What follows belongs to an exercise in optimizing a design on an open flow for small area and a short achievable clock period; a production flow would make more cautious choices. Where RTL was checked, it was by simulation tests only, not by an equivalence proof against the original. The RTL of runs 2, 3, 5 and 6 was laid out without a check of its function. Power and IR drop assume default switching activity.

$ cat design/flow/config.mk
export PLATFORM = sky130hd
export DESIGN_NAME = trace_buffer
export DESIGN_NICKNAME = trace_buffer
export VERILOG_FILES = /design/flow/design.v
export SDC_FILE = /design/flow/constraint.sdc
export NUM_CORES = 4
export LEC_CHECK = 0
export CAP_MARGIN = 20
export CORE_MARGIN = 2
export CORE_UTILIZATION = 40
export SLEW_MARGIN = 20
$ cat design/flow/constraint.sdc
create_clock -name core_clock -period 5.0 [get_ports {clock}]
set_input_delay 1.0000 -clock core_clock [delete_from_list [all_inputs] [get_ports {clock}]]
set_output_delay 1.0000 -clock core_clock [all_outputs]
set_load 0.01 [all_outputs]
$ cat design/flow/design.v
module trace_buffer #(
  parameter int XLEN    = 32,
  parameter int DEPTH   = 16,
  parameter int STAMP_W = 16,
  parameter int WRAP    = 0
) (
  input  logic                       clock,
  input  logic                       reset,
  input  logic                       arm,
  input  logic                       stop,
  input  logic                       trig_en,
  input  logic [XLEN-1:0]            trig_pc,
  input  logic                       in_valid,
  input  logic [31:0]                in_instr,
  input  logic [XLEN-1:0]            in_pc,
  input  logic [XLEN-1:0]            in_alu,
  output logic                       rd_valid,
  input  logic                       rd_ready,
  output logic [31:0]                rd_instr,
  output logic [XLEN-1:0]            rd_pc,
  output logic [XLEN-1:0]            rd_alu,
  output logic [STAMP_W-1:0]         rd_stamp,
  output logic [$clog2(DEPTH+1)-1:0] count,
  output logic [1:0]                 state,
  output logic                       overflow
);
  localparam int PW = $clog2(DEPTH);
  localparam int CW = $clog2(DEPTH+1);
  localparam logic [CW-1:0] FULL_CNT = CW'(DEPTH);
  typedef enum logic [1:0] {IDLE = 2'd0, ARMED = 2'd1, CAPTURE = 2'd2, DONE = 2'd3} state_t;
  state_t             st;
  logic [PW-1:0]      wr_ptr, rd_ptr;
  logic [STAMP_W-1:0] stamp;
  logic               started;
  logic [31:0]        mem_instr [DEPTH];
  logic [XLEN-1:0]    mem_pc    [DEPTH];
  logic [XLEN-1:0]    mem_alu   [DEPTH];
  logic [STAMP_W-1:0] mem_stamp [DEPTH];
  logic full, trig_hit, push, pop, wr_en;
  always_comb begin
    full     = (count == FULL_CNT);
    trig_hit = (st == ARMED) && trig_en && in_valid && (in_pc == trig_pc);
    push     = !arm && !stop && (((st == CAPTURE) && in_valid) || trig_hit);
    pop      = rd_valid && rd_ready && !arm;
    wr_en    = push && (!full || pop || (WRAP != 0));
  end
  always_ff @(posedge clock or posedge reset) begin
    if (reset) begin
      st       <= IDLE;
      count    <= '0;
      wr_ptr   <= '0;
      rd_ptr   <= '0;
      stamp    <= '0;
      started  <= 1'b0;
      overflow <= 1'b0;
    end else if (arm) begin
      st       <= ARMED;
      count    <= '0;
      wr_ptr   <= '0;
      rd_ptr   <= '0;
      stamp    <= '0;
      started  <= 1'b0;
      overflow <= 1'b0;
    end else begin
      case (st)
        ARMED: begin
          if (stop)                     st <= DONE;
          else if (!trig_en || trig_hit) st <= CAPTURE;
        end
        CAPTURE: if (stop) st <= DONE;
        default: ;
      endcase
      if (wr_en) wr_ptr <= wr_ptr + PW'(1);
      if (pop || (wr_en && full)) rd_ptr <= rd_ptr + PW'(1);
      if (push && full && !pop) overflow <= 1'b1;
      if (wr_en && !pop && !full)  count <= count + CW'(1);
      else if (pop && !wr_en)      count <= count - CW'(1);
      if (push) started <= 1'b1;
      if (push || ((st == CAPTURE) && started)) stamp <= stamp + STAMP_W'(1);
    end
  end
  always_ff @(posedge clock) begin
    if (wr_en) begin
      mem_instr[wr_ptr] <= in_instr;
      mem_pc[wr_ptr]    <= in_pc;
      mem_alu[wr_ptr]   <= in_alu;
      mem_stamp[wr_ptr] <= stamp;
    end
  end
  assign rd_valid = (count != '0);
  assign rd_instr = mem_instr[rd_ptr];
  assign rd_pc    = mem_pc[rd_ptr];
  assign rd_alu   = mem_alu[rd_ptr];
  assign rd_stamp = mem_stamp[rd_ptr];
  assign state    = st;
endmodule
$ cat design/flow/run.sh
#!/bin/bash
# synth_recipe.tcl (not shown) runs the flow's synth.tcl, then flattens the netlist and writes it again
# the make line also repeats each setting of config.mk as NAME=value (left out here)
make -C /OpenROAD-flow-scripts/flow DESIGN_CONFIG=/design/flow/config.mk WORK_HOME=/design/flow/orfs CLKGATE_MAP_FILE= SYNTH_SCRIPT=/design/flow/synth_recipe.tcl finish
==> results of run 1 <==
[what timing repair did]
item / in CTS / in global routing
gates resized for setup: 1 / 1
setup buffers: 2 / 1
endpoints found under the setup margin: 16 / 2
hold buffers: 0 / 0
[stage by stage]
stage | total power, mW | hold slack [ns] | setup slack [ns] | setup TNS (ns)
6_report | 36.5 | 0.496 | 0.164 | 0
5_1_grt | 37.7 | 0.527 | 0.0133 | 0
4_1_cts | 36.9 | 0.502 | 0.0705 | 0
3_5_place_dp | 23.4 | 0.486 | -0.296 | -218.27
3_3_place_gp | 23.4 | 0.488 | -0.500 | -417.42
2_1_floorplan | 21.1 | 0.454 | -1.32 | -1318.97
[logic make-up after synthesis]
logic type | after synthesis | synth area share, %
DFF | 1825 | 77.3
AOI/OAI and AO/OA | 613 | 5.46
muxes | 677 | 13.8
adders and majority gates | 11 | 0.205
and+or+nand+nor | 221 | 1.45
buffers and inverters | 216 | 1.25
xor gates and xnor gates | 44 | 0.545
[cell type report]
| class | instances | area, sq um |
|---|---|---|
| Inverter | 19 | 71.3 |
| Timing Repair Buffer | 556 | 6300 |
| Fill cell | 14500 | 90700 |
| Tap cell | 2340 | 2930 |
| Multi-Input combinational cell | 1566 | 15400 |
| Clock inverter | 118 | 1060 |
| Antenna cell | 3 | 7.51 |
| Clock buffer | 231 | 4870 |
| Sequential cell | 1825 | 54700 |
[metal layers]
metal  vias up  share of wire, %  routed length, um
met4        10               3.3               5980
met2      1111                48              86000
met1     19300                43              77300
met5         -             0.032                 57
met3       289               5.6               9960
li1      16000                 -                  -
[registers in the layout, summed over array words and instances, names as in the netlist, 2 cells and up]
signal,flops
mem_pc,512
mem_stamp,256
stamp,16
mem_alu,512
rd_ptr,4
wr_ptr,4
st,2
count,5
mem_instr,512
[worst max path at each step]
stage / slack, ns / endpoint / cells past startpoint
after floorplan: -1.32 / mem_alu[11][0] / 8
after global placement: -0.50 / count[4] / 15
after detailed placement: -0.30 / mem_alu[13][9] / 13
after CTS: 0.07 / rd_alu[12] / 7
after global routing: 0.01 / rd_alu[16] / 6
final: 0.16 / rd_alu[29] / 6
[critical path, cell delays in order, from the launching register on]
cell and delay, ns:
dfrtp_4 0.70, buf_12 0.39, buf_4 0.44, mux4_2 0.40, a22oi_1 0.20, nand2_1 0.26
clkdlybuf4s50_1 0.57
[placed cells by master, fill, tap and decap left out, types with 20 or more instances in the layout]
| cell type | synthesis | routed |
|---|---|---|
| clkinv_2 | 0 | 37 |
| a21oi_1 | 124 | 124 |
| mux2i_1 | 340 | 340 |
| buf_4 | 1 | 181 |
| o21ai_0 | 237 | 237 |
| xnor2_1 | 36 | 34 |
| clkdlybuf4s50_1 | 0 | 255 |
| dfrtp_1 | 33 | 29 |
| edfxtp_1 | 1792 | 1792 |
| mux2_2 | 112 | 112 |
| nand2_1 | 128 | 127 |
| clkinv_1 | 1 | 47 |
| nor2_1 | 20 | 20 |
| a22oi_1 | 112 | 112 |
| a221oi_1 | 112 | 112 |
| mux4_2 | 224 | 224 |
| buf_12 | 0 | 119 |
| clkbuf_1 | 117 | 43 |
| clkbuf_16 | 0 | 188 |
[cell usage after synthesis (5+ instances only)]
master / instances
edfxtp_1: 1792
and2_1: 7
mux2i_1: 340
buf_2: 50
o211ai_1: 7
nor4_1: 17
clkbuf_1: 117
xor2_1: 8
dfrtp_1: 33
o21ai_0: 237
buf_1: 28
xnor2_1: 36
nor2_1: 20
a221oi_1: 112
inv_1: 18
nor3_1: 7
a21oi_1: 124
or3_1: 7
nand4_1: 13
mux2_2: 112
mux4_2: 224
nand3_1: 5
ha_1: 10
a22oi_1: 112
nand2_1: 128
[power breakdown]
part | internal [mW] | total, mW | leakage [nW] | switching (mW)
Sequential | 16.8 | 16.9 | 16.7 | 0.0912
Clock | 7.54 | 13.5 | 2.88 | 5.92
Combinational | 3.08 | 6.15 | 7.53 | 3.06
==> impl_metrics.env, run 1 <==
export IMPL_outcome="finished clean"
export IMPL_path_clk_slew_ns=0.06
export IMPL_synth_top_area_cell="edfxtp_1"
export IMPL_ys_warn_count=1
export IMPL_initial_core_util_pct=40.2
export IMPL_ys_ff_latch=1825
export IMPL_drt_iter0_drc=3279
export IMPL_cp_max_fo=44
export IMPL_hpwl_um=110000
export IMPL_die_w_um=424
export IMPL_r2r_cells=11
export IMPL_p_leak_nw=27.1
export IMPL_area_growth_pct=20.6
export IMPL_layout_cells_non_filler=6658
export IMPL_dr_pass1_iters=5
export IMPL_dieHeight_um=424
export IMPL_cts_sinks=1825
export IMPL_grt_overflow=0
export IMPL_whs_path_depth=1
export IMPL_vias=36700
export IMPL_antenna_found_initial=11
export IMPL_grt_max_degree=114
export IMPL_io_buffer_count=255
export IMPL_core_area_sq_um=176000
export IMPL_gp_congestion=0.781
export IMPL_synth_async_sr_flop_share_pct=1.81
export IMPL_final_util_pct=48.5
export IMPL_placed_area_sq_um=79300
export IMPL_drive_above_1_share_pct=21.5
export IMPL_tritoncts="done"
export IMPL_vdd_drop_max_mv=0.306
export IMPL_fin_skew_ns=0.0320
export IMPL_grt_pass1_wl_um=259000
export IMPL_seq_area_frac_synth_pct=77.3
export IMPL_p_per_area_nw_per_um2=428
export IMPL_slew_violations=0
export IMPL_use_met2_pct=31.4
export IMPL_grt_use_met1_pct=27.3
export IMPL_track_usage_pct=19.7
export IMPL_fmax_mhz=207
export IMPL_ys_types=54
export IMPL_rsz0062_at_grt="no"
export IMPL_htree_levels=4
export IMPL_syn_nets=3753
export IMPL_drc=0
export IMPL_synth_area_sq_um=70700
export IMPL_postSynthAreaPerCell_sq_um=19.6
export IMPL_vias_per_cell=5.52
export IMPL_ant_nets=0
export IMPL_fin_nets=4301
export IMPL_syn_inst=3607
export IMPL_r2r_end="mem_alu[13][23]"
export IMPL_cts_max_path_buffers=3
export IMPL_cts_buffers=187
export IMPL_die_area_sq_um=180000
export IMPL_synth_top_area_share_pct=76.2
export IMPL_wire_per_inst_um=26.9
export IMPL_fin_crit_ns=4.84
export IMPL_wl_um=179000
export IMPL_hold_path_startpoint="started"
export IMPL_first_global_vias=37600
export IMPL_top_usage_layer="met2"
export IMPL_startpoint="rd_ptr[1]"
export IMPL_cp_data_required_time_ns=4.00
export IMPL_postLayoutCellArea_sq_um=85200
export IMPL_end_kind="primary output"
export IMPL_finalCritPeriodShare_pct=96.7
export IMPL_synth_ff_type="edfxtp_1"
export IMPL_maxCapViolations=0
export IMPL_synth_area_top_cells="edfxtp_1, mux4_2, mux2i_1"
export IMPL_synth_enable_flop_cells=1792
export IMPL_clk_latency_ns=0.84
export IMPL_grt_util_met3_pct=3.46
export IMPL_cts_root_buf="clkbuf_16"
export IMPL_hold_viol=0
export IMPL_worstPathArrival_ns=3.84
export IMPL_critPathLaunchType="register"
export IMPL_setup_viol=0
export IMPL_slew_headroom_pct=36.8
export IMPL_min_path_type="register to register"
export IMPL_min_to="started"
export IMPL_rows=154
export IMPL_io_pins=256
export IMPL_dp_cells=6303
export IMPL_worstMarginPinSlew_ns=0.941
export IMPL_r2r_start="st[0]"
export IMPL_rrSetupSlack_ns=1.88
export IMPL_path_class="register to primary output"
==> run 2, diff against run 1 <==
==> design/flow/design.v (replaced) <==
module trace_buffer #(
  parameter int XLEN    = 32,
  parameter int DEPTH   = 16,
  parameter int STAMP_W = 16,
  parameter int WRAP    = 0
) (
  input  logic                       clock,
  input  logic                       reset,
  input  logic                       arm,
  input  logic                       stop,
  input  logic                       trig_en,
  input  logic [XLEN-1:0]            trig_pc,
  input  logic                       in_valid,
  input  logic [31:0]                in_instr,
  input  logic [XLEN-1:0]            in_pc,
  input  logic [XLEN-1:0]            in_alu,
  output logic                       rd_valid,
  input  logic                       rd_ready,
  output logic [31:0]                rd_instr,
  output logic [XLEN-1:0]            rd_pc,
  output logic [XLEN-1:0]            rd_alu,
  output logic [STAMP_W-1:0]         rd_stamp,
  output logic [$clog2(DEPTH+1)-1:0] count,
  output logic [1:0]                 state,
  output logic                       overflow
);
  localparam int W = 32 + 2*XLEN + STAMP_W;    
  logic [1:0]         st;
  logic [4:0]         cnt;
  logic               ovf;
  logic [3:0]         wr_ptr;
  logic [15:0]        rd_oh;
  logic [STAMP_W-1:0] stamp;
  logic               started;
  logic [W-1:0]       mem [16];
  wire s_idle  = (st == 2'd0);
  wire s_armed = (st == 2'd1);
  wire s_capt  = (st == 2'd2);
  wire full    = cnt[4];
  wire nempty  = |cnt;
  wire hit     = s_armed && trig_en && in_valid && (in_pc == trig_pc);
  wire hitp    = hit && !stop;                       
  wire push_c  = s_capt && in_valid && !stop;        
  wire pop     = nempty && rd_ready;
  wire wr_c    = push_c && (!full || pop);
  always_ff @(posedge clock or posedge reset) begin
    if (reset) begin
      st  <= 2'd0;
      cnt <= '0;
      ovf <= 1'b0;
    end else if (arm) begin
      st  <= 2'd1;
      cnt <= '0;
      ovf <= 1'b0;
    end else begin
      case (st)
        2'd1: begin
          if (stop)                  st <= 2'd3;
          else if (!trig_en || hit)  st <= 2'd2;
        end
        2'd2: if (stop) st <= 2'd3;
        default: ;
      endcase
      if (s_armed)            cnt <= {4'd0, hitp};
      else if (wr_c && !pop)  cnt <= cnt + 5'd1;
      else if (pop && !wr_c)  cnt <= cnt - 5'd1;
      if (push_c && full && !pop) ovf <= 1'b1;
    end
  end
  always_ff @(posedge clock) begin
    if (arm) begin
      wr_ptr  <= '0;
      rd_oh   <= 16'd1;
      stamp   <= '0;
      started <= 1'b0;
    end else begin
      if (s_armed) begin
        wr_ptr  <= {3'd0, hitp};
        stamp   <= {{(STAMP_W-1){1'b0}}, hitp};
        started <= hitp;
      end else begin
        if (wr_c) wr_ptr <= wr_ptr + 4'd1;
        if (s_capt && (push_c || started)) stamp <= stamp + STAMP_W'(1);
        if (push_c) started <= 1'b1;
      end
      if (pop) rd_oh <= {rd_oh[14:0], rd_oh[15]};
    end
  end
  wire wr_ok = !full || rd_ready;
  wire [W-1:0] wdata = {in_instr, in_pc, in_alu, stamp};
  always_ff @(posedge clock) begin
    for (int i = 0; i < 16; i++)
      if (wr_ok && wr_ptr == 4'(i)) mem[i] <= wdata;
  end
  logic [W-1:0] rdata;
  always_comb begin
    rdata = '0;
    for (int i = 0; i < 16; i++)
      rdata = rdata | (mem[i] & {W{rd_oh[i]}});
  end
  assign {rd_instr, rd_pc, rd_alu, rd_stamp} = rdata;
  assign rd_valid = nempty;
  assign count    = cnt;
  assign state    = st;
  assign overflow = ovf;
endmodule
==> run 2 against run 1 <==
Against the previous run: worst hold slack worse by 0.024 ns; maximum frequency up 9.8%; register-to-register slack worse by 0.21 ns; utilization down 0.76 points; via count down 1.0%; critical endpoint is now rd_stamp[14]; highest routed layer unchanged.
==> impl_metrics.env, run 2 <==
export IMPL_synth_area_sq_um=65700
export IMPL_grt_overflow=0
export IMPL_rsz0062_at_grt="no"
export IMPL_grt_max_degree=101
export IMPL_cp_data_required_time_ns=4.00
export IMPL_gp_congestion=0.743
export IMPL_rows=148
export IMPL_tritoncts="done"
export IMPL_clk_latency_ns=0.82
export IMPL_fillCellCount=13600
export IMPL_drt_iter0_drc=4199
export IMPL_cts_root_buf="clkbuf_16"
export IMPL_syn_nets=3467
export IMPL_vias=36400
export IMPL_cts_max_path_buffers=3
export IMPL_rrSetupSlack_ns=1.67
export IMPL_synth_common_cells="edfxtp_1, a221oi_1, a22o_1"
export IMPL_p_leak_nw=24.2
export IMPL_synth_ff_type="edfxtp_1"
export IMPL_postSynthAreaPerCell_sq_um=19.8
export IMPL_worstMarginPinSlew_ns=1.10
export IMPL_placed_area_sq_um=71900
export IMPL_finalCritPeriodShare_pct=88.1
export IMPL_synth_async_sr_flop_share_pct=0.435
export IMPL_ant_nets=0
export IMPL_path_class="register to primary output"
export IMPL_r2r_start="cnt[4]"
export IMPL_layout_common_cells="edfxtp_1, a22o_1, a221oi_1"
export IMPL_postLayoutCellArea_sq_um=77700
export IMPL_critPathTopFamily="buffers and inverters"
export IMPL_slew_violations=0
export IMPL_wl_um=192000
export IMPL_vdd_drop_max_mv=0.374
export IMPL_core_area_sq_um=163000
export IMPL_final_common_cell="edfxtp_1"
export IMPL_fmax_mhz=227
export IMPL_synth_enable_flop_cells=1792
export IMPL_dp_cells=5645
export IMPL_ys_ff_latch=1837
export IMPL_layout_cells_non_filler=5984
export IMPL_vias_per_cell=6.08
export IMPL_ys_types=47
export IMPL_p_per_area_nw_per_um2=410
export IMPL_cts_sinks=1837
export IMPL_hpwl_um=95700
export IMPL_drc=0
export IMPL_drive_above_1_share_pct=11.0
export IMPL_path_clk_slew_ns=0.07
export IMPL_switchingPower_mw=6.69
export IMPL_crit_buf_inv=2
export IMPL_dieHeight_um=409
export IMPL_worstPathArrival_ns=3.40
export IMPL_switching_share_pct=21.0
export IMPL_top_regs="mem (1792), rd_oh (16), stamp (16)"
export IMPL_holdBufCountCts=0
export IMPL_outcome="finished clean"
export IMPL_synth_most_common_cell="edfxtp_1"
export IMPL_cp_max_fo=37
export IMPL_maxCapViolations=0
export IMPL_synth_top_area_cell="edfxtp_1"
export IMPL_largest_register_ffs=1792
export IMPL_top_register="mem"
export IMPL_syn_inst=3322
export IMPL_hold_viol=0
export IMPL_htree_levels=4
export IMPL_p_clk_share_pct=42.1
export IMPL_area_growth_pct=18.2
export IMPL_cts_buffers=181
export IMPL_io_pins=256
export IMPL_die_w_um=409
export IMPL_cp_cell_sequence="buf_4 > a22o_1 > a221oi_1 > nand4_1 > clkdlybuf4s50_1"
export IMPL_track_usage_pct=22.5
export IMPL_power_frac_comb_pct=4.5
export IMPL_intPower_mw=25.2
export IMPL_antenna_found_initial=21
export IMPL_grt_pass1_wl_um=270000
export IMPL_fin_crit_ns=4.40
export IMPL_slowest_delay_ns=0.92
export IMPL_cts_resized=0
export IMPL_initial_core_util_pct=40.3
export IMPL_die_area_sq_um=168000
export IMPL_dr_pass1_iters=6
export IMPL_fin_skew_ns=0.0360
export IMPL_fin_nets=3798
export IMPL_cts_setup_buffers=0
export IMPL_critPathLaunchType="register"
export IMPL_crit_path_top_delay_cell="dfxtp_4"
export IMPL_synth_top_area_share_pct=81.8
export IMPL_setup_viol=0
export IMPL_power_mw=31.9
export IMPL_slew_headroom_pct=26.6
export IMPL_end_kind="primary output"
export IMPL_first_global_vias=36000
export IMPL_min_path_type="primary input to asynchronous set/reset pin"
export IMPL_synth_area_top_cells="edfxtp_1, a221oi_1, a22o_1"
export IMPL_ys_warn_count=2
export IMPL_power_frac_seq_pct=53.4
export IMPL_seq_area_frac_synth_pct=83.3
export IMPL_io_buffer_count=255
export IMPL_wire_per_inst_um=32.1
export IMPL_startpoint="rd_oh[1]"
## run 2: cell types whose count changed in the layout (fill, tap and decap cells not counted), sizes merged, moves of 22 or more
cell    before  now
a22o         0  448
mux2i      340    3
a221oi     112  448
o21ai      238    7
mux4       224    0
buf        301  116
mux2       113    0
a22oi      112    0
nand4       13  122
a21oi      124   27
nand2      128   47
dfxtp        0   37
dfrtp       33    8
nor2        21   43
## run 2: area by class of cell
| cell class | count | area (sq um) | share of cell area [%] |
|---|---|---|---|
| flip-flops and latches | 1837 | 54800 | 70.5 |
| multi-input cells | 1253 | 10200 | 13.1 |
| clock buffers | 221 | 4710 | 6.06 |
| repair buffers | 371 | 4100 | 5.27 |
| well taps | 2175 | 2720 | 3.50 |
| clock inverters | 108 | 1100 | 1.42 |
| inverters | 9 | 33.8 | 0.0435 |
| diodes | 10 | 25.0 | 0.0322 |
## run 2: worst paths after layout
check | end | depth (start not counted)
max | rd_stamp[14] | 5
min | cnt[3] | 2
max reg2reg | cnt[4] | 14
min reg2reg | ovf | 2
max in group asynchronous | cnt[0] | 2
min in group core_clock | ovf | 2
## run 2: kinds of logic (layout without fill, tap and decap cells)
logic type,count (synthesis),in the layout,share of synthesized area (%)
flip-flops,1837,1837,83.3
AO/OA/AOI/OAI,938,938,12.3
AND/OR/NAND/NOR,254,254,2.11
buffers and inverters,232,709,1.39
XOR/XNOR,48,48,0.639
adder cells (fa/ha/maj),10,10,0.202
multiplexers,3,3,0.0457
other,0,10,0
## run 2: per-layer routing
| metal | track usage, % | share of wire (%) |
|---|---|---|
| met3 | 4.59 | 8.1 |
| met4 | 6.93 | 2.5 |
| met2 | 36.8 | 49 |
| met5 | 0 | 0.051 |
| met1 | 30.4 | 41 |
## run 2: worst register-to-register path, stage by stage, from the launching register on
cell and delay (ns):
dfrtp_1 0.46, nor3_1 0.21, nand2_1 0.12, and2_1 0.19, buf_4 0.19, inv_2 0.26, ha_1 0.29, inv_1 0.11
ha_1 0.32, nor2b_1 0.16, o21a_1 0.18, or3_1 0.30, a21oi_1 0.20, xnor2_1 0.14, nor2_1 0.05
## run 2: power groups by stage
stage / registers, mW / logic, mW / clock network [mW]
2_1_floorplan: 17.3 / 0.574 / 0
3_3_place_gp: 17.3 / 1.46 / 0
3_5_place_dp: 17.3 / 1.47 / 0
4_1_cts: 17.0 / 1.48 / 13.6
5_1_grt: 17.0 / 1.55 / 14.2
6_report: 17.0 / 1.45 / 13.4
## run 2: through the flow
step	utilization [%]	setup TNS [ns]	hold WS [ns]	worst slack (ns)
finish	47.7	0	0.472	0.595
global route	47.7	0	0.470	0.513
CTS	47.7	0	0.441	0.522
detailed placement	44.1	-0.328	0.541	-0.176
global placement	44.1	-0.176	0.504	-0.104
floorplan	-	-2618.33	0.526	-1.57
==> run 3, diff against run 2 <==
--- a/design/flow/design.v
+++ b/design/flow/design.v
@@ -26,17 +26,18 @@
 );
   localparam int W = 32 + 2*XLEN + STAMP_W;    
+  localparam int R = 15;                        
   logic [1:0]         st;
   logic [4:0]         cnt;
+  logic               nempty;                   
   logic               ovf;
-  logic [3:0]         wr_ptr;
-  logic [15:0]        rd_oh;
+  logic [R-1:0]       wr_oh, rd_oh;
   logic [STAMP_W-1:0] stamp;
   logic               started;
-  logic [W-1:0]       mem [16];
-  wire s_idle  = (st == 2'd0);
+  logic [W-1:0]       head;
+  logic [W-1:0]       ring [R];
   wire s_armed = (st == 2'd1);
   wire s_capt  = (st == 2'd2);
   wire full    = cnt[4];
-  wire nempty  = |cnt;
+  wire le1     = (cnt[4:1] == 4'd0);              
   wire hit     = s_armed && trig_en && in_valid && (in_pc == trig_pc);
   wire hitp    = hit && !stop;                       
@@ -44,13 +45,23 @@
   wire pop     = nempty && rd_ready;
   wire wr_c    = push_c && (!full || pop);
+  wire wr_ring = wr_c && !(cnt == 5'd0) && !((cnt == 5'd1) && pop);
+  logic [4:0] cnt_n;
+  always_comb begin
+    cnt_n = cnt;
+    if (s_armed)            cnt_n = {4'd0, hitp};
+    else if (wr_c && !pop)  cnt_n = cnt + 5'd1;
+    else if (pop && !wr_c)  cnt_n = cnt - 5'd1;
+  end
   always_ff @(posedge clock or posedge reset) begin
     if (reset) begin
-      st  <= 2'd0;
-      cnt <= '0;
-      ovf <= 1'b0;
+      st     <= 2'd0;
+      cnt    <= '0;
+      nempty <= 1'b0;
+      ovf    <= 1'b0;
     end else if (arm) begin
-      st  <= 2'd1;
-      cnt <= '0;
-      ovf <= 1'b0;
+      st     <= 2'd1;
+      cnt    <= '0;
+      nempty <= 1'b0;
+      ovf    <= 1'b0;
     end else begin
       case (st)
@@ -62,7 +73,6 @@
         default: ;
       endcase
-      if (s_armed)            cnt <= {4'd0, hitp};
-      else if (wr_c && !pop)  cnt <= cnt + 5'd1;
-      else if (pop && !wr_c)  cnt <= cnt - 5'd1;
+      cnt    <= cnt_n;
+      nempty <= (cnt_n != 5'd0);
       if (push_c && full && !pop) ovf <= 1'b1;
     end
@@ -70,34 +80,36 @@
   always_ff @(posedge clock) begin
     if (arm) begin
-      wr_ptr  <= '0;
-      rd_oh   <= 16'd1;
+      wr_oh   <= R'(1);
+      rd_oh   <= R'(1);
       stamp   <= '0;
       started <= 1'b0;
     end else begin
       if (s_armed) begin
-        wr_ptr  <= {3'd0, hitp};
         stamp   <= {{(STAMP_W-1){1'b0}}, hitp};
         started <= hitp;
       end else begin
-        if (wr_c) wr_ptr <= wr_ptr + 4'd1;
+        if (wr_ring) wr_oh <= {wr_oh[R-2:0], wr_oh[R-1]};
         if (s_capt && (push_c || started)) stamp <= stamp + STAMP_W'(1);
         if (push_c) started <= 1'b1;
       end
-      if (pop) rd_oh <= {rd_oh[14:0], rd_oh[15]};
+      if (pop && !le1) rd_oh <= {rd_oh[R-2:0], rd_oh[R-1]};
     end
   end
+  wire [W-1:0] wdata = {in_instr, in_pc, in_alu, stamp};
   wire wr_ok = !full || rd_ready;
-  wire [W-1:0] wdata = {in_instr, in_pc, in_alu, stamp};
   always_ff @(posedge clock) begin
-    for (int i = 0; i < 16; i++)
-      if (wr_ok && wr_ptr == 4'(i)) mem[i] <= wdata;
+    for (int i = 0; i < R; i++)
+      if (wr_ok && wr_oh[i]) ring[i] <= wdata;
   end
   logic [W-1:0] rdata;
   always_comb begin
     rdata = '0;
-    for (int i = 0; i < 16; i++)
-      rdata = rdata | (mem[i] & {W{rd_oh[i]}});
+    for (int i = 0; i < R; i++)
+      rdata = rdata | (ring[i] & {W{rd_oh[i]}});
   end
-  assign {rd_instr, rd_pc, rd_alu, rd_stamp} = rdata;
+  always_ff @(posedge clock) begin
+    if (!nempty || rd_ready) head <= le1 ? wdata : rdata;
+  end
+  assign {rd_instr, rd_pc, rd_alu, rd_stamp} = head;
   assign rd_valid = nempty;
   assign count    = cnt;
--- a/design/flow/config.mk
+++ b/design/flow/config.mk
@@ -9,3 +9,4 @@
 export CORE_MARGIN = 2
 export CORE_UTILIZATION = 40
+export SETUP_SLACK_MARGIN = 2.6
 export SLEW_MARGIN = 20
==> run 3 against run 2 <==
Against the previous run: flip-flop and latch count up 11; clock skew up 0.029 ns; final area up 1.9%; non-clock buffer count up 61; die area up 1.1%; worst hold slack worse by 0.017 ns; sequential share of layout area down 1.0 points.
==> impl_metrics.env, run 3 <==
export IMPL_end_kind="register"
export IMPL_critPathTopFamily="simple AND/OR/NAND/NOR gates"
export IMPL_setup_slack_ns=2.25
export IMPL_path_class="primary input to register"
export IMPL_ant_nets=0
export IMPL_cp_max_fo=3
export IMPL_synth_area_sq_um=66500
export IMPL_intPower_mw=25.1
export IMPL_core_area_sq_um=165000
export IMPL_placed_area_sq_um=72300
export IMPL_critPathLaunchType="primary input"
export IMPL_cp_data_required_time_ns=5.70
export IMPL_first_global_vias=37300
export IMPL_die_area_sq_um=169000
export IMPL_fmax_mhz=364
export IMPL_grt_overflow=0
export IMPL_p_per_area_nw_per_um2=399
export IMPL_wl_um=205000
export IMPL_vias_per_cell=6.14
export IMPL_postLayoutCellArea_sq_um=79200
export IMPL_slew_violations=0
export IMPL_dieHeight_um=412
export IMPL_outcome="finished clean"
export IMPL_fin_crit_ns=2.75
export IMPL_track_usage_pct=23.5
export IMPL_ys_warn_count=2
export IMPL_power_frac_seq_pct=54.1
export IMPL_seq_area_frac_synth_pct=82.7
export IMPL_hpwl_um=99300
export IMPL_dp_cells=5800
export IMPL_rsz0062_at_grt="yes"
export IMPL_largest_register_ffs=1680
export IMPL_grt_pass1_wl_um=282000
export IMPL_crit_buf_inv=3
export IMPL_antenna_found_initial=21
export IMPL_htree_levels=4
export IMPL_ys_types=51
export IMPL_syn_inst=3477
export IMPL_fillCellCount=13600
export IMPL_die_w_um=412
export IMPL_slew_headroom_pct=28.3
export IMPL_finalCritPeriodShare_pct=54.9
export IMPL_tritoncts="done"
export IMPL_vdd_drop_max_mv=0.367
export IMPL_fin_nets=4011
export IMPL_crit_path_top_delay_cell="nor4_4"
export IMPL_synth_top_area_cell="edfxtp_1"
export IMPL_hold_viol=0
export IMPL_synth_common_cells="edfxtp_1, a221oi_1, a22o_1, a22oi_1, clkbuf_1"
export IMPL_final_util_pct=48.0
export IMPL_area_growth_pct=19.2
export IMPL_top_regs="ring (1680), head (112), stamp (16)"
export IMPL_fin_skew_ns=0.0648
export IMPL_synth_most_common_cell="edfxtp_1"
export IMPL_drive_above_1_share_pct=17.1
export IMPL_io_buffer_count=255
export IMPL_setup_viol=0
export IMPL_synth_async_sr_flop_share_pct=0.487
export IMPL_worstPathArrival_ns=3.45
export IMPL_rows=149
export IMPL_synth_area_top_cells="edfxtp_1, a221oi_1, a22o_1"
export IMPL_switching_share_pct=20.6
export IMPL_clk_latency_ns=0.84
export IMPL_wire_per_inst_um=33.0
export IMPL_maxCapViolations=0
export IMPL_worstMarginPinSlew_ns=1.08
export IMPL_syn_nets=3617
export IMPL_p_leak_nw=25.0
export IMPL_slowest_delay_ns=0.83
export IMPL_cp_cell_sequence="buf_6 > buf_6 > xor2_4 > nor4_4 > nand4_1 > nor4_4 > buf_4 > o21ai_1 > a21o_1"
export IMPL_ys_ff_latch=1848
export IMPL_switchingPower_mw=6.51
export IMPL_synth_top_area_share_pct=81.0
export IMPL_cts_root_buf="clkbuf_16"
export IMPL_cts_buffers=188
export IMPL_vias=38200
export IMPL_postSynthAreaPerCell_sq_um=19.1
export IMPL_gp_congestion=0.770
export IMPL_cts_sinks=1848
export IMPL_place_ws_ns=0.203
export IMPL_dr_pass1_iters=9
export IMPL_cts_max_path_buffers=3
export IMPL_layout_cells_non_filler=6222
export IMPL_power_frac_comb_pct=2.3
export IMPL_synth_ff_type="edfxtp_1"
export IMPL_fin_hold_ws_ns=0.455
export IMPL_drc=0
export IMPL_path_clk_slew_ns=0.06
export IMPL_holdBufCountCts=0
export IMPL_min_path_type="primary input to register"
export IMPL_final_common_cell="edfxtp_1"
export IMPL_io_pins=256
export IMPL_layout_common_cells="edfxtp_1, a22o_1, a221oi_1, a22oi_1, clkbuf_16"
export IMPL_grt_max_degree=62
export IMPL_synth_enable_flop_cells=1792
export IMPL_initial_core_util_pct=40.3
export IMPL_drt_iter0_drc=5422
export IMPL_p_clk_share_pct=43.5
export IMPL_top_register="ring"
[run 3: cell types whose count changed after synthesis, sizes merged, moves of 20 or more]
cell | before | now
a221oi | 448 | 224
a22o | 448 | 224
a22oi | 0 | 224
nand4 | 122 | 6
a41oi | 0 | 113
and3 | 3 | 116
a222oi | 0 | 112
nor2 | 43 | 145
xnor2 | 36 | 6
clkbuf | 164 | 184
[run 3: worst paths after layout]
check,to,slack (ns),cells past startpoint,start
min in group asynchronous,ovf,0.46,2,reset
max reg2reg,st[0],2.33,7,st[1]
max,st[0],2.25,9,in_pc[9]
min,ring[14][60],0.45,1,in_pc[12]
min reg2reg,wr_oh[0],0.51,1,wr_oh[0]
max in group asynchronous,st[1],4.24,2,reset
[run 3: repair_timing]
| item | CTS | global route |
|---|---|---|
| gates resized for setup | 754 | 38 |
| setup buffers | 37 | 25 |
| cloned | 2 | 6 |
| pin swaps | 28 | 13 |
| endpoints found under the setup margin | 880 | 1075 |
[run 3: cell families (layout without fill, tap and decap cells)]
logic type      count (synthesis)  count (layout)  share of synthesized area, %
compound gates                948             948                          12.1
xor+xnor                       37              37                         0.488
fa+ha+maj                       5               5                        0.0941
buf+inv                       245             787                          1.47
flops                        1848            1848                          82.7
mux                            15              15                         0.226
other cells                     0               8                             0
simple gates                  379             385                          2.89
[run 3: cell type report]
class / instances / area (sq um) / area share [%]
inverters: 11 / 41.3 / 0.0521
flip-flops and latches: 1848 / 55000 / 69.5
multi-input cells: 1390 / 11100 / 14.0
diodes: 8 / 20.0 / 0.0253
well taps: 2189 / 2740 / 3.46
clock inverters: 99 / 1090 / 1.37
clock buffers: 245 / 4990 / 6.30
repair buffers: 432 / 4230 / 5.34
[run 3: worst register-to-register path, delay by kind of cell, from the launching register on]
kind,cells,cell delay (ns)
compound gates,3,0.49
buf+inv,1,0.30
flops,1,0.43
simple gates,3,1.34
[run 3: through the flow]
stage          total power, mW  TNS [ns]
3_3_place_gp              18.2    -0.562
4_1_cts                   31.8         0
5_1_grt                   32.4         0
3_5_place_dp              18.2         0
2_1_floorplan             17.7         0
6_report                  31.6         0
[run 3: power by group through the flow]
stage | sequential, mW | clock, mW | combinational (mW)
2_1_floorplan | 17.5 | 0 | 0.189
3_3_place_gp | 17.4 | 0 | 0.766
3_5_place_dp | 17.4 | 0 | 0.776
4_1_cts | 17.1 | 13.9 | 0.743
5_1_grt | 17.1 | 14.5 | 0.803
6_report | 17.1 | 13.8 | 0.742
[run 3: layer usage]
layer | routed length (um) | up-vias | global-route usage [%]
li1 | - | 15700 | -
met1 | 80500 | 20000 | 32.1
met2 | 96600 | 2141 | 37.0
met3 | 21600 | 350 | 5.60
met4 | 6460 | 14 | 8.05
met5 | 85 | - | 0
==> run 4, diff against run 3 <==
--- a/design/flow/design.v
+++ b/design/flow/design.v
@@ -102,13 +102,14 @@
       if (wr_ok && wr_oh[i]) ring[i] <= wdata;
   end
-  logic [W-1:0] rdata;
+  wire ld   = !nempty || rd_ready;
+  wire h_in = ld && le1;
+  wire h_rg = ld && !le1;
+  logic [W-1:0] hdata;
   always_comb begin
-    rdata = '0;
+    hdata = (head & {W{!ld}}) | (wdata & {W{h_in}});
     for (int i = 0; i < R; i++)
-      rdata = rdata | (ring[i] & {W{rd_oh[i]}});
+      hdata = hdata | (ring[i] & {W{rd_oh[i] && h_rg}});
   end
-  always_ff @(posedge clock) begin
-    if (!nempty || rd_ready) head <= le1 ? wdata : rdata;
-  end
+  always_ff @(posedge clock) head <= hdata;
   assign {rd_instr, rd_pc, rd_alu, rd_stamp} = head;
   assign rd_valid = nempty;
--- a/design/flow/config.mk
+++ b/design/flow/config.mk
@@ -8,5 +8,8 @@
 export CAP_MARGIN = 20
 export CORE_MARGIN = 2
-export CORE_UTILIZATION = 40
-export SETUP_SLACK_MARGIN = 2.6
+export CORE_UTILIZATION = 60
+export CTS_BUF_LIST = sky130_fd_sc_hd__clkbuf_16
+export CTS_CLUSTER_DIAMETER = 100
+export CTS_CLUSTER_SIZE = 30
+export SETUP_SLACK_MARGIN = 2.8
 export SLEW_MARGIN = 20
==> run 4 against run 3 <==
Against the previous run: still clean; synthesized area fell by 0.34%; via count is 6.8% higher; synthesized cell count grew 10%; utilization is 21 points higher; first-iteration DRC count increased by 40%; final area fell by 4.8%; worst hold slack better by 0.035 ns; largest cell class unchanged.
==> impl_metrics.env, run 4 <==
export IMPL_hold_viol=0
export IMPL_die_area_sq_um=113000
export IMPL_dp_cells=5385
export IMPL_postLayoutCellArea_sq_um=75400
export IMPL_synth_common_cells="edfxtp_1, a22oi_1, clkbuf_1"
export IMPL_vias=40800
export IMPL_htree_levels=3
export IMPL_intPower_mw=20.4
export IMPL_worstMarginPinSlew_ns=1.01
export IMPL_cp_data_required_time_ns=5.61
export IMPL_seq_area_frac_synth_pct=81.3
export IMPL_drt_met1_wl_um=77300
export IMPL_cp_max_fo=17
export IMPL_placed_area_sq_um=71000
export IMPL_synth_area_top_cells="edfxtp_1, a22oi_1, dfxtp_1"
export IMPL_ys_types=57
export IMPL_startpoint="in_pc[10]"
export IMPL_dr_wl_met3_um=28500
export IMPL_p_leak_nw=24.3
export IMPL_power_frac_comb_pct=5.8
export IMPL_grt_pass1_wl_um=287000
export IMPL_syn_inst=3824
export IMPL_outcome="finished clean"
export IMPL_cts_root_buf="clkbuf_16"
export IMPL_worstPathArrival_ns=3.29
export IMPL_top_layer="met5"
export IMPL_synth_top_area_share_pct=76.2
export IMPL_cts_sinks=1848
export IMPL_drc=0
export IMPL_grt_max_degree=65
export IMPL_synth_ff_type="edfxtp_1"
export IMPL_cts_buffers=71
export IMPL_fillCellCount=7091
export IMPL_track_usage_pct=36.3
export IMPL_layout_cells_non_filler=5655
export IMPL_ys_ff_latch=1848
export IMPL_dieHeight_um=336
export IMPL_slew_violations=0
export IMPL_clk_latency_ns=0.72
export IMPL_path_class="primary input to register"
export IMPL_synth_area_sq_um=66200
export IMPL_antenna_found_initial=18
export IMPL_io_buffer_count=255
export IMPL_final_common_cell="edfxtp_1"
export IMPL_power_mw=25.9
export IMPL_synth_most_common_cell="edfxtp_1"
export IMPL_layout_common_cells="edfxtp_1, a22oi_1, nor2_1"
export IMPL_power_frac_seq_pct=66.2
export IMPL_setup_viol=0
export IMPL_switching_share_pct=21.3
export IMPL_whs_path_depth=2
export IMPL_drive_above_1_share_pct=15.9
export IMPL_synth_top_area_cell="edfxtp_1"
export IMPL_critPathLaunchType="primary input"
export IMPL_vias_per_cell=7.21
export IMPL_grt_overflow=0
export IMPL_rows=121
export IMPL_cts_max_path_buffers=3
export IMPL_hold_path_startpoint="head[80]"
export IMPL_register_area_sq_um=54100
export IMPL_fin_crit_ns=2.68
export IMPL_fin_setup_tns_ns=0
export IMPL_tritoncts="done"
export IMPL_top_register="ring"
export IMPL_area_growth_pct=13.8
export IMPL_wl_um=210000
export IMPL_r2r_cells=8
export IMPL_met2_length_um=96300
export IMPL_final_util_pct=69.0
export IMPL_switchingPower_mw=5.51
export IMPL_fin_nets=4254
export IMPL_dr_pass1_iters=8
export IMPL_p_clk_share_pct=28.0
export IMPL_synth_async_sr_flop_share_pct=0.487
export IMPL_gp_congestion=0.787
export IMPL_postSynthAreaPerCell_sq_um=17.3
export IMPL_largest_register_ffs=1680
export IMPL_end_kind="register"
export IMPL_io_pins=256
export IMPL_rrSetupSlack_ns=2.33
export IMPL_ys_warn_count=2
export IMPL_top_regs="ring (1680), head (112), stamp (16)"
export IMPL_drt_iter0_drc=7592
export IMPL_wire_per_inst_um=37.2
export IMPL_fin_skew_ns=0.0323
export IMPL_path_clk_slew_ns=0.12
export IMPL_slew_headroom_pct=32.8
export IMPL_synth_enable_flop_cells=1680
export IMPL_vdd_drop_max_mv=0.301
export IMPL_finalCritPeriodShare_pct=53.6
export IMPL_syn_nets=3964
export IMPL_r2r_start="st[1]"
export IMPL_holdBufCountCts=0
export IMPL_rsz0062_at_grt="yes"
export IMPL_hpwl_um=94200
export IMPL_min_path_type="register to register"
export IMPL_multi_input_area_sq_um=11900
export IMPL_fmax_mhz=373
export IMPL_p_per_area_nw_per_um2=344
export IMPL_ant_nets=0
export IMPL_core_area_sq_um=109000
export IMPL_first_global_vias=39100
export IMPL_die_w_um=336
export IMPL_maxCapViolations=0
export IMPL_initial_core_util_pct=60.7
[run 4: final cells by class]
| class | instances | share of cell area [%] |
|---|---|---|
| sequential | 1848 | 71.8 |
| multi-input combinational | 1722 | 15.8 |
| timing repair buffer | 462 | 7.06 |
| clock buffer | 75 | 2.49 |
| tap | 1476 | 2.45 |
| clock inverter | 54 | 0.297 |
| inverter | 9 | 0.0481 |
| antenna | 9 | 0.0299 |
[run 4: worst max-delay path, cell delays in order]
cell and delay (ns):
clkdlybuf4s15_2 0.34, xor2_2 0.23, nor4_4 0.32, nand4_1 0.28, or4_4 0.63, o21a_4 0.28, a2111oi_4 0.18
[run 4: worst paths after layout]
check,endpoint
max,stamp[0]
min,head[80]
max reg2reg,stamp[0]
min reg2reg,head[80]
max in group asynchronous,cnt[2]
min in group asynchronous,st[0]
[run 4: metrics by stage]
step | worst slack (ns) | hold WS [ns]
finish | 2.32 | 0.489
global route | 2.27 | 0.509
CTS | 2.35 | 0.492
detailed placement | 0.810 | 0.478
global placement | 0.832 | 0.475
floorplan | 2.19 | 0.459
[run 4: per-layer routing]
layer,global-route usage (%),up-vias
li1,-,16300
met1,53.5,21000
met2,55.8,3108
met3,6.59,405
met4,11.7,18
met5,0,-
[run 4: cells by family after synthesis]
| family | count (synthesis) | share of synthesized area [%] |
|---|---|---|
| and+or+nand+nor | 588 | 4.66 |
| AOI/OAI and AO/OA | 1057 | 11.6 |
| buffers and inverters | 270 | 1.54 |
| muxes | 16 | 0.244 |
| adders and majority gates | 5 | 0.0945 |
| xor gates and xnor gates | 40 | 0.529 |
| DFF | 1848 | 81.3 |
[run 4: power groups by stage]
stage	Combinational, mW	Sequential, mW	Clock, mW
after floorplan	0.399	17.5	0
after global placement	1.28	17.5	0
after detailed placement	1.31	17.5	0
after CTS	1.36	17.2	7.29
after global routing	1.58	17.2	7.77
final	1.50	17.2	7.27
[run 4: repair_timing]
item,in CTS,in global routing
pin swaps,29,6
buffers inserted,87,15
cloned,23,7
endpoints found under the setup margin,1656,195
resized for setup,906,77
==> run 5, diff against run 4 <==
--- a/design/flow/design.v
+++ b/design/flow/design.v
@@ -74,5 +74,5 @@
       endcase
       cnt    <= cnt_n;
-      nempty <= (cnt_n != 5'd0);
+      nempty <= !le1 || hitp || push_c || (nempty && !rd_ready);
       if (push_c && full && !pop) ovf <= 1'b1;
     end
==> design/flow/flow/run.sh (new file) <==
#!/bin/bash
# Standard ORFS layout (the standard.sh, unchanged synthesis), with the
# port buffers made from plain buf_2 cells instead of the default delay-cell
# choice, so timing repair can size them like any other buffer.
set -euo pipefail
bash standard.sh "BUFFER_PORTS_ARGS=-buffer_cell sky130_fd_sc_hd__buf_2" finish > standard.log 2>&1
==> design/flow/standard.sh (new file) <==
#!/bin/bash
# synth_recipe.tcl (not shown) runs the flow's synth.tcl, then flattens the netlist and writes it again
# the make line also repeats each setting of config.mk as NAME=value (left out here)
make -C /OpenROAD-flow-scripts/flow DESIGN_CONFIG=/design/flow/config.mk WORK_HOME=/design/flow/orfs CLKGATE_MAP_FILE= SYNTH_SCRIPT=/design/flow/synth_recipe.tcl "${@:-finish}"
removed: design/flow/run.sh
==> run 5 against run 4 <==
Against the previous run: highest routed layer unchanged; final area is 2.1% lower; largest power group unchanged; worst hold slack worse by 0.18 ns; die area about the same; synthesized cell count is 2.7% lower; non-clock buffer count shrank 74.
==> impl_metrics.env, run 5 <==
export IMPL_outcome="finished clean"
export IMPL_hpwl_um=88800
export IMPL_dieHeight_um=336
export IMPL_syn_nets=3860
export IMPL_synth_area_top_cells="edfxtp_1, dfxtp_1, a221oi_1"
export IMPL_wl_um=200000
export IMPL_drive_above_1_share_pct=16.8
export IMPL_vdd_drop_max_mv=0.311
export IMPL_slew_headroom_pct=33.5
export IMPL_syn_inst=3719
export IMPL_fin_skew_ns=0.0261
export IMPL_fmax_mhz=409
export IMPL_synth_common_cells="edfxtp_1, a22oi_1, a221oi_1"
export IMPL_wire_per_inst_um=36.6
export IMPL_cts_max_path_buffers=3
export IMPL_cts_sinks=1848
export IMPL_ys_types=50
export IMPL_end_kind="register"
export IMPL_cp_data_required_time_ns=5.34
export IMPL_antenna_found_initial=12
export IMPL_track_usage_pct=34.6
export IMPL_ys_warn_count=2
export IMPL_fillCellCount=7220
export IMPL_drc=0
export IMPL_rows=121
export IMPL_vias=38900
export IMPL_worstMarginPinSlew_ns=0.997
export IMPL_ant_nets=0
export IMPL_fin_hold_ws_ns=0.305
export IMPL_p_per_area_nw_per_um2=342
export IMPL_min_path_type="primary input to asynchronous set/reset pin"
export IMPL_largest_register_ffs=1680
export IMPL_synth_ff_type="edfxtp_1"
export IMPL_htree_levels=3
export IMPL_core_area_sq_um=109000
export IMPL_p_leak_nw=23.5
export IMPL_io_pins=256
export IMPL_grt_pass1_wl_um=275000
export IMPL_vias_per_cell=7.12
export IMPL_area_growth_pct=11.5
export IMPL_synth_async_sr_flop_share_pct=0.487
export IMPL_first_global_vias=37700
export IMPL_top_register="ring"
export IMPL_seq_area_frac_synth_pct=81.3
export IMPL_hold_viol=0
export IMPL_fin_nets=4071
export IMPL_worstPathArrival_ns=2.79
export IMPL_die_area_sq_um=113000
export IMPL_die_w_um=336
export IMPL_drt_iter0_drc=6028
export IMPL_rsz0062_at_grt="yes"
export IMPL_fin_crit_ns=2.45
export IMPL_fin_setup_tns_ns=0
export IMPL_cts_root_buf="clkbuf_16"
export IMPL_tritoncts="done"
export IMPL_synth_most_common_cell="edfxtp_1"
export IMPL_final_common_cell="edfxtp_1"
export IMPL_synth_area_sq_um=66200
export IMPL_ys_ff_latch=1848
export IMPL_layout_common_cells="edfxtp_1, a22oi_1, a221oi_1"
export IMPL_dr_pass1_iters=8
export IMPL_synth_top_area_cell="edfxtp_1"
export IMPL_gp_congestion=0.817
export IMPL_path_clk_slew_ns=0.12
export IMPL_clk_latency_ns=0.70
export IMPL_slew_violations=0
export IMPL_io_buffer_count=255
export IMPL_cp_max_fo=33
export IMPL_path_class="primary input to register"
export IMPL_synth_top_area_share_pct=76.2
export IMPL_grt_overflow=0
export IMPL_cts_buffers=71
export IMPL_postSynthAreaPerCell_sq_um=17.8
export IMPL_holdBufCountCts=0
export IMPL_maxCapViolations=0
export IMPL_top_regs="ring (1680), head (112), stamp (16)"
export IMPL_initial_core_util_pct=60.7
export IMPL_finalCritPeriodShare_pct=49.0
export IMPL_grt_max_degree=113
export IMPL_critPathLaunchType="primary input"
export IMPL_synth_enable_flop_cells=1680
export IMPL_setup_viol=0
## run 5: cell count changes in the layout (fill, tap and decap cells not counted), sizes merged, moves of 11 or more
cell,before,now
a221oi,24,225
a22o,24,224
a22oi,624,226
and3,14,115
buf,328,378
clkdlybuf4s15,17,0
clkdlybuf4s50,82,0
dlygate4sd2,21,0
nand2b,7,18
nand3,108,4
or3,100,4
## run 5: metal layers
metal | GRT usage [%] | wire length [um]
met5 | 0 | 38
met4 | 10.7 | 6650
met3 | 4.98 | 18900
met2 | 58.9 | 100000
met1 | 46.6 | 74500
## run 5: where the power goes
part / switching [mW] / leakage, nW / internal (mW)
Sequential: 0.0987 / 17.0 / 16.9
Clock: 4.51 / 1.23 / 2.82
Combinational: 0.512 / 5.27 / 0.366
## run 5: what timing repair did
item | in CTS | in global routing
cloned | 5 | 5
resized for setup | 251 | 117
endpoints found under the hold margin | 0 | 0
pin swaps | 20 | 23
setup endpoints to repair | 981 | 808
buffers inserted | 35 | 17
## run 5: cell type report
cell class,instances,area (sq um),area share (%)
multi-input combinational,1607,11700,15.9
clock buffer,76,1900,2.58
timing repair buffer,388,3930,5.32
antenna,5,12.5,0.0170
tap,1476,1850,2.50
clock inverter,55,236,0.320
inverter,14,56.3,0.0763
sequential,1848,54100,73.3
## run 5: path summary, 6_finish.rpt
path,from,endpoint,slack (ns),cells past startpoint
min in group core_clock,head[76],head[76],0.49,2
max in group asynchronous,reset,cnt[4],4.33,2
hold reg to reg,head[76],head[76],0.49,2
hold / removal,reset,cnt[1],0.31,2
setup reg to reg,cnt[4],ring[6][66],2.58,3
setup / recovery,rd_ready,ring[6][66],2.55,4
## run 5: cell families (layout without fill, tap and decap cells)
logic type | count (synthesis) | after routing | synth area share, %
compound gates | 1061 | 1061 | 12.4
xor+xnor | 33 | 33 | 0.437
fa+ha+maj | 6 | 6 | 0.113
buf+inv | 270 | 533 | 1.58
flops | 1848 | 1848 | 81.3
mux | 17 | 17 | 0.259
other cells | 0 | 5 | 0
simple gates | 484 | 490 | 3.89
## run 5: stage by stage
stage	power [mW]	setup WS, ns	util (%)	instance area [sq um]	cells
after floorplan	17.6	2.47	-	66300	3719
after global placement	18.0	1.38	63.8	69600	5271
after detailed placement	18.0	1.38	63.8	69600	5271
after CTS	25.2	2.60	67.0	73100	5442
after global routing	25.8	2.58	67.6	73800	5467
final	25.2	2.55	67.6	73800	5469
## run 5: worst max-delay path: stages
cell,delay [ns]
buf_2,0.18
nand2b_4,0.32
and2_4,0.70
buf_4,0.51
==> run 6, diff against run 5 <==
--- a/design/flow/design.v
+++ b/design/flow/design.v
@@ -32,4 +32,5 @@
   logic               ovf;
   logic [R-1:0]       wr_oh, rd_oh;
+  logic [R-1:0]       wr_ohn;                   
   logic [STAMP_W-1:0] stamp;
   logic               started;
@@ -81,4 +82,5 @@
     if (arm) begin
       wr_oh   <= R'(1);
+      wr_ohn  <= ~R'(1);
       rd_oh   <= R'(1);
       stamp   <= '0;
@@ -89,5 +91,8 @@
         started <= hitp;
       end else begin
-        if (wr_ring) wr_oh <= {wr_oh[R-2:0], wr_oh[R-1]};
+        if (wr_ring) begin
+          wr_oh  <= {wr_oh[R-2:0], wr_oh[R-1]};
+          wr_ohn <= {wr_ohn[R-2:0], wr_ohn[R-1]};
+        end
         if (s_capt && (push_c || started)) stamp <= stamp + STAMP_W'(1);
         if (push_c) started <= 1'b1;
@@ -99,6 +104,10 @@
   wire wr_ok = !full || rd_ready;
   always_ff @(posedge clock) begin
-    for (int i = 0; i < R; i++)
-      if (wr_ok && wr_oh[i]) ring[i] <= wdata;
+    for (int i = 0; i < R; i++) begin
+      logic ld_i, hd_i;
+      ld_i = wr_ok && wr_oh[i];
+      hd_i = wr_ohn[i] || (full && !rd_ready);
+      ring[i] <= (wdata & {W{ld_i}}) | (ring[i] & {W{hd_i}});
+    end
   end
   wire ld   = !nempty || rd_ready;
==> run 6 against run 5 <==
Against the previous run: still clean; critical path depth decreased by 3; utilization decreased by 1.3 points; clock skew increased by 0.00062 ns; sequential power decreased by 11%; synthesized cell count increased by 62%; maximum frequency increased by 4.0%; power decreased by 4.7%; combinational power increased by 65%; sequential share of layout area decreased by 23 points; first-iteration DRC count increased by 74%; largest power group unchanged.
==> impl_metrics.env, run 6 <==
export IMPL_final_util_pct=66.3
export IMPL_die_area_sq_um=115000
export IMPL_switchingPower_mw=5.71
export IMPL_clk_latency_ns=0.72
export IMPL_ant_nets=0
export IMPL_cp_num_cells=1
export IMPL_fin_nets=5961
export IMPL_critPathTopFamily="flip-flops"
export IMPL_maxCapViolations=0
export IMPL_finalCritPeriodShare_pct=47.1
export IMPL_layout_common_cells="a22o_1, dfxtp_1, a22oi_1"
export IMPL_grt_max_degree=115
export IMPL_io_pins=256
export IMPL_initial_core_util_pct=60.3
export IMPL_cts_buffers=72
export IMPL_ys_ff_latch=1863
export IMPL_fin_crit_ns=2.35
export IMPL_worstMarginPinSlew_ns=1.11
export IMPL_end_kind="primary output"
export IMPL_synth_async_sr_flop_share_pct=0.483
export IMPL_crit_buf_inv=1
export IMPL_fmax_mhz=425
export IMPL_dr_wl_met3_um=35900
export IMPL_grt_pass1_wl_um=372000
export IMPL_syn_inst=6022
export IMPL_dieHeight_um=340
export IMPL_rows=123
export IMPL_met2_length_um=118000
export IMPL_ys_warn_count=2
export IMPL_seq_area_frac_synth_pct=55.2
export IMPL_gp_congestion=0.817
export IMPL_drt_met1_wl_um=103000
export IMPL_cts_sinks=1863
export IMPL_intPower_mw=18.3
export IMPL_hpwl_um=123000
export IMPL_startpoint="cnt[4]"
export IMPL_synth_ff_type="dfxtp_1"
export IMPL_switching_share_pct=23.8
export IMPL_synth_area_sq_um=67600
export IMPL_synth_top_area_cell="dfxtp_1"
export IMPL_synth_most_common_cell="a22o_1"
export IMPL_final_common_cell="a22o_1"
export IMPL_crit_end="count[4]"
export IMPL_critPathLaunchType="register"
export IMPL_vdd_drop_max_mv=0.253
export IMPL_tritoncts="done"
export IMPL_dr_pass1_iters=8
export IMPL_layout_cells_non_filler=7342
export IMPL_outcome="finished clean"
export IMPL_placed_area_sq_um=69400
export IMPL_postSynthAreaPerCell_sq_um=11.2
export IMPL_setup_viol=0
export IMPL_dp_cells=7109
export IMPL_path_class="register to primary output"
export IMPL_synth_common_cells="a22o_1, dfxtp_1, clkbuf_1"
export IMPL_synth_area_top_cells="dfxtp_1, a22o_1, clkbuf_1"
export IMPL_antenna_found_initial=17
export IMPL_syn_nets=6163
export IMPL_drive_above_1_share_pct=15.9
export IMPL_first_global_vias=52800
export IMPL_path_clk_slew_ns=0.12
export IMPL_cp_cell_sequence="buf_6"
export IMPL_largest_register_ffs=1680
export IMPL_cts_root_buf="clkbuf_16"
export IMPL_die_w_um=340
export IMPL_postLayoutCellArea_sq_um=74400
export IMPL_wl_um=272000
export IMPL_slew_headroom_pct=25.7
export IMPL_hold_viol=0
export IMPL_area_growth_pct=9.99
export IMPL_top_register="ring"
export IMPL_r2r_start="rd_oh[11]"
export IMPL_cp_data_required_time_ns=4.00
export IMPL_fin_setup_tns_ns=0
export IMPL_p_per_area_nw_per_um2=323
export IMPL_vias_per_cell=7.82
export IMPL_grt_overflow=0
export IMPL_crit_path_top_delay_cell="dfrtp_4"
export IMPL_slew_violations=0
export IMPL_top_regs="ring (1680), head (112), stamp (16)"
export IMPL_power_frac_seq_pct=62.8
export IMPL_power_frac_comb_pct=6.0
export IMPL_drt_iter0_drc=10500
export IMPL_htree_levels=3
export IMPL_fin_skew_ns=0.0267
export IMPL_drc=0
export IMPL_p_leak_nw=27.6
export IMPL_track_usage_pct=42.8
export IMPL_vias=57400
export IMPL_io_buffer_count=255
export IMPL_top_layer="met5"
export IMPL_synth_top_area_share_pct=54.9
export IMPL_rrSetupSlack_ns=2.71
export IMPL_r2r_cells=6
export IMPL_core_area_sq_um=112000
export IMPL_wire_per_inst_um=37.0
export IMPL_slowest_delay_ns=0.52
export IMPL_synth_enable_flop_cells=0
export IMPL_cts_max_path_buffers=3
export IMPL_rsz0062_at_grt="yes"
export IMPL_p_clk_share_pct=31.1
export IMPL_worstPathArrival_ns=1.35
export IMPL_r2r_end="head[73]"
export IMPL_cp_max_fo=4
export IMPL_ys_types=53
export IMPL_min_path_type="primary input to asynchronous set/reset pin"
==> run 6: cell count changes after synthesis, sizes merged, moves of 5 or more <==
cell    delta
dfxtp   +1695
edfxtp  -1680
a22o    +1679
clkbuf   +318
buf      +226
xnor2     +19
xor2      -17
nor2      +15
mux2i     +14
nand2b    +12
nand3      +7
nor3       +7
a21oi      -5
==> run 6: worst min-delay path by stage <==
stage | to | depth (start not counted) | startpoint
after global placement | ring[11][68] | 1 | ring[11][68]
after global routing | st[0] | 2 | reset
final | st[0] | 2 | reset
after floorplan | wr_ohn[0] | 1 | wr_ohn[0]
after detailed placement | ring[11][43] | 1 | ring[11][43]
after CTS | cnt[2] | 2 | reset
==> run 6: layout make-up <==
cell class                      count  area [sq um]
Clock buffer                       76          1900
Multi-Input combinational cell   3371         27600
Fill cell                        8688         37800
Inverter                           15          56.3
Timing Repair Buffer              497          5220
Tap cell                         1500          1880
Antenna cell                       10          25.0
Sequential cell                  1863         37600
Clock inverter                     10          76.3
==> run 6: timing repair <==
item                                    in CTS  in global routing
gates cloned                                13                 31
setup buffers                               51                 42
endpoints found under the setup margin    1882               1321
pin swaps                                    8                 34
gates resized for setup                    183                168
hold buffers                                 0                  0
==> run 6: logic make-up (layout without fill, tap and decap cells) <==
kind of cell,count (synthesis),in the layout,share of synthesized area [%]
AOI/OAI and AO/OA,2740,2740,34.0
DFF,1863,1863,55.2
buffers and inverters,815,598,5.05
and+or+nand+nor,533,560,4.74
xor gates and xnor gates,35,35,0.453
muxes,30,30,0.444
adders and majority gates,6,6,0.111
other,0,10,0
==> run 6: power by group through the flow <==
stage	combinational [mW]	clock, mW	sequential (mW)
2_1_floorplan	0.519	0	15.5
3_5_place_dp	1.08	0	15.4
5_1_grt	1.49	7.94	15.1
4_1_cts	1.24	7.44	15.1
3_3_place_gp	1.07	0	15.4
6_report	1.45	7.48	15.1
==> run 6: per-stage QoR <==
stage               setup WS (ns)  hold WS [ns]  power [mW]
floorplan                    2.69         0.449        16.0
detailed placement           1.45         0.463        16.5
finish                       2.65         0.252        24.0
global placement             1.49         0.460        16.5
CTS                          2.57         0.247        23.8
global route                 2.63         0.259        24.6
==> run 6: layer usage <==
layer / vias up / track usage (%)
met2: 4669 / 65.7
met5: - / 0
met3: 807 / 7.55
li1: 23200 / -
met1: 28700 / 58.6
met4: 24 / 20.6
==> run 7, diff against run 6 <==
--- a/design/flow/design.v
+++ b/design/flow/design.v
@@ -82,5 +82,5 @@
     if (arm) begin
       wr_oh   <= R'(1);
-      wr_ohn  <= ~R'(1);
+      wr_ohn  <= {{(R-1){1'b1}}, 1'b0};
       rd_oh   <= R'(1);
       stamp   <= '0;
@@ -103,11 +103,14 @@
   wire [W-1:0] wdata = {in_instr, in_pc, in_alu, stamp};
   wire wr_ok = !full || rd_ready;
-  always_ff @(posedge clock) begin
+  logic [R-1:0] r_ld, r_hd;
+  always_comb begin
     for (int i = 0; i < R; i++) begin
-      logic ld_i, hd_i;
-      ld_i = wr_ok && wr_oh[i];
-      hd_i = wr_ohn[i] || (full && !rd_ready);
-      ring[i] <= (wdata & {W{ld_i}}) | (ring[i] & {W{hd_i}});
+      r_ld[i] = wr_ok && wr_oh[i];
+      r_hd[i] = wr_ohn[i] || (full && !rd_ready);
     end
+  end
+  for (genvar g = 0; g < R; g++) begin : g_ring
+    always_ff @(posedge clock)
+      ring[g] <= (wdata & {W{r_ld[g]}}) | (ring[g] & {W{r_hd[g]}});
   end
   wire ld   = !nempty || rd_ready;
--- a/design/flow/config.mk
+++ b/design/flow/config.mk
@@ -12,4 +12,4 @@
 export CTS_CLUSTER_DIAMETER = 100
 export CTS_CLUSTER_SIZE = 30
-export SETUP_SLACK_MARGIN = 2.8
+export SETUP_SLACK_MARGIN = 2.6
 export SLEW_MARGIN = 20
==> run 7 against run 6 <==
Against the previous run: wire length shrank 5.6%; register-to-register slack lost 0.25 ns; flip-flop and latch count is the same; combinational power shrank 36%; highest routed layer unchanged; critical endpoint is now head[6]; non-clock buffer count shrank 70; largest cell class unchanged; maximum frequency shrank 7.5%; global-route usage grew 0.099 points; power shrank 2.6%; final cell count shrank 1.2%; final area shrank 3.8%.
==> impl_metrics.env, run 7 <==
export IMPL_critPathLaunchType="register"
export IMPL_area_growth_pct=7.19
export IMPL_path_class="register to register"
export IMPL_drc=0
export IMPL_synth_enable_flop_cells=0
export IMPL_placed_area_sq_um=68900
export IMPL_layout_cells_non_filler=7251
export IMPL_fmax_mhz=393
export IMPL_antenna_found_initial=20
export IMPL_layout_common_cells="a22o_1, dfxtp_1, buf_2"
export IMPL_top_register="ring"
export IMPL_path_clk_slew_ns=0.12
export IMPL_grt_use_met1_pct=59.8
export IMPL_cts_sinks=1863
export IMPL_top_regs="ring (1680), head (112), stamp (16)"
export IMPL_setup_viol=0
export IMPL_syn_inst=6032
export IMPL_cp_max_fo=12
export IMPL_switchingPower_mw=5.36
export IMPL_fin_hold_ws_ns=0.223
export IMPL_dp_cells=7119
export IMPL_ys_ff_latch=1863
export IMPL_tritoncts="done"
export IMPL_grt_overflow=0
export IMPL_synth_area_top_cells="dfxtp_1, a22o_1, clkbuf_1"
export IMPL_largest_register_ffs=1680
export IMPL_wire_per_inst_um=35.4
export IMPL_grt_pass1_wl_um=365000
export IMPL_first_global_vias=52200
export IMPL_min_path_type="primary input to asynchronous set/reset pin"
export IMPL_cts_max_path_buffers=3
export IMPL_dieHeight_um=337
export IMPL_synth_async_sr_flop_share_pct=0.483
export IMPL_maxCapViolations=0
export IMPL_gp_congestion=0.800
export IMPL_cts_root_buf="clkbuf_16"
export IMPL_cts_buffers=72
export IMPL_ys_warn_count=2
export IMPL_fin_nets=5885
export IMPL_synth_most_common_cell="a22o_1"
export IMPL_synth_ff_type="dfxtp_1"
export IMPL_switching_share_pct=22.9
export IMPL_final_common_cell="a22o_1"
export IMPL_drt_iter0_drc=9639
export IMPL_vdd_drop_max_mv=0.325
export IMPL_clk_latency_ns=0.73
export IMPL_ys_types=52
export IMPL_synth_common_cells="a22o_1, dfxtp_1, clkbuf_1"
export IMPL_top_usage_layer="met2"
export IMPL_die_w_um=337
export IMPL_slew_headroom_pct=32.2
export IMPL_power_mw=23.4
export IMPL_grt_max_degree=124
export IMPL_grt_util_met3_pct=9.92
export IMPL_syn_nets=6173
export IMPL_hold_viol=0
export IMPL_initial_core_util_pct=60.4
export IMPL_power_frac_seq_pct=64.8
export IMPL_dr_pass1_iters=6
export IMPL_fin_crit_ns=2.54
export IMPL_cp_data_required_time_ns=5.60
export IMPL_seq_area_frac_synth_pct=56.0
export IMPL_intPower_mw=18.0
export IMPL_outcome="finished clean"
export IMPL_p_leak_nw=27.2
export IMPL_synth_top_area_cell="dfxtp_1"
export IMPL_end_kind="register"
export IMPL_postLayoutCellArea_sq_um=71500
export IMPL_ant_nets=0
export IMPL_synth_area_sq_um=66700
export IMPL_rsz0062_at_grt="yes"
-- run 7: cell count changes in the layout (fill, tap and decap cells not counted), sizes merged, moves of 5 or more --
cell and delta:
nand2 +57, buf -56, nor2 -30, mux2i -28, xnor2 -21, xor2 +21
a21oi +20, clkbuf -15, and2 -14, nand3b +14, nand4 -5, nor3 -5
-- run 7: through the flow --
| step | setup WS, ns | utilization [%] |
|---|---|---|
| floorplan | 2.51 | - |
| global placement | 1.47 | 62.4 |
| detailed placement | 1.45 | 62.4 |
| CTS | 2.38 | 64.4 |
| global route | 2.46 | 64.7 |
| finish | 2.46 | 64.7 |
-- run 7: path summary, 6_finish.rpt --
kind	start	to	slack [ns]	cells past startpoint
max	cnt[4]	head[6]	2.46	4
min	reset	cnt[4]	0.22	2
max reg2reg	cnt[4]	head[6]	2.46	4
min reg2reg	wr_oh[3]	wr_oh[4]	0.44	2
max in group asynchronous	reset	cnt[3]	4.42	2
min in group core_clock	wr_oh[3]	wr_oh[4]	0.44	2
-- run 7: final cells by class --
| cell class | instances | area, sq um |
|---|---|---|
| fillers | 8912 | 39000 |
| flip-flops and latches | 1863 | 37400 |
| multi-input cells | 3364 | 26700 |
| repair buffers | 427 | 3620 |
| well taps | 1488 | 1860 |
| clock buffers | 73 | 1830 |
| inverters | 16 | 60.1 |
| clock inverters | 6 | 48.8 |
| diodes | 14 | 35.0 |
-- run 7: critical path, cell delays in order, from the launching register on --
cell and delay, ns:
dfrtp_4 0.54, buf_12 0.16, or4_2 1.05, o21ai_2 0.53
a21oi_1 0.12
-- run 7: per-layer routing --
metal  share of wire, %  vias up
li1                   -    23000
met1                 40    28500
met2                 43     4247
met3                 13      690
met4                4.0       26
met5              0.071        -
-- run 7: logic make-up (layout without fill, tap and decap cells) --
| group | Yosys count | after routing | share of synthesized area, % |
|---|---|---|---|
| flip-flops | 1863 | 1863 | 56.0 |
| AO/OA/AOI/OAI | 2759 | 2759 | 34.4 |
| other | 0 | 14 | 0 |
| adder cells (fa/ha/maj) | 6 | 6 | 0.113 |
| AND/OR/NAND/NOR | 551 | 562 | 4.37 |
| buffers and inverters | 816 | 522 | 4.61 |
| XOR/XNOR | 35 | 35 | 0.459 |
| multiplexers | 2 | 2 | 0.0300 |
-- run 7: timing repair --
action | in CTS | in global routing
gates cloned | 7 | 4
gates resized for setup | 30 | 23
endpoints found under the setup margin | 1798 | 214
pin swaps | 4 | 6
buffers inserted | 14 | 14
-- run 7: power groups by stage --
stage	combinational, mW	sequential [mW]	clock (mW)
after detailed placement	0.883	15.5	0
final	0.926	15.2	7.31
after floorplan	0.464	15.5	0
after CTS	0.895	15.2	7.28
after global placement	0.876	15.5	0
after global routing	0.984	15.2	7.78

Setup slack of run 7, layout unchanged: 2.456 ns with ideal ports, 2.456 ns with driving cells assumed (clock clkbuf_16, inputs buf_2), 1.891 ns with port delays also shifted by the 0.787 ns mid clock arrival.
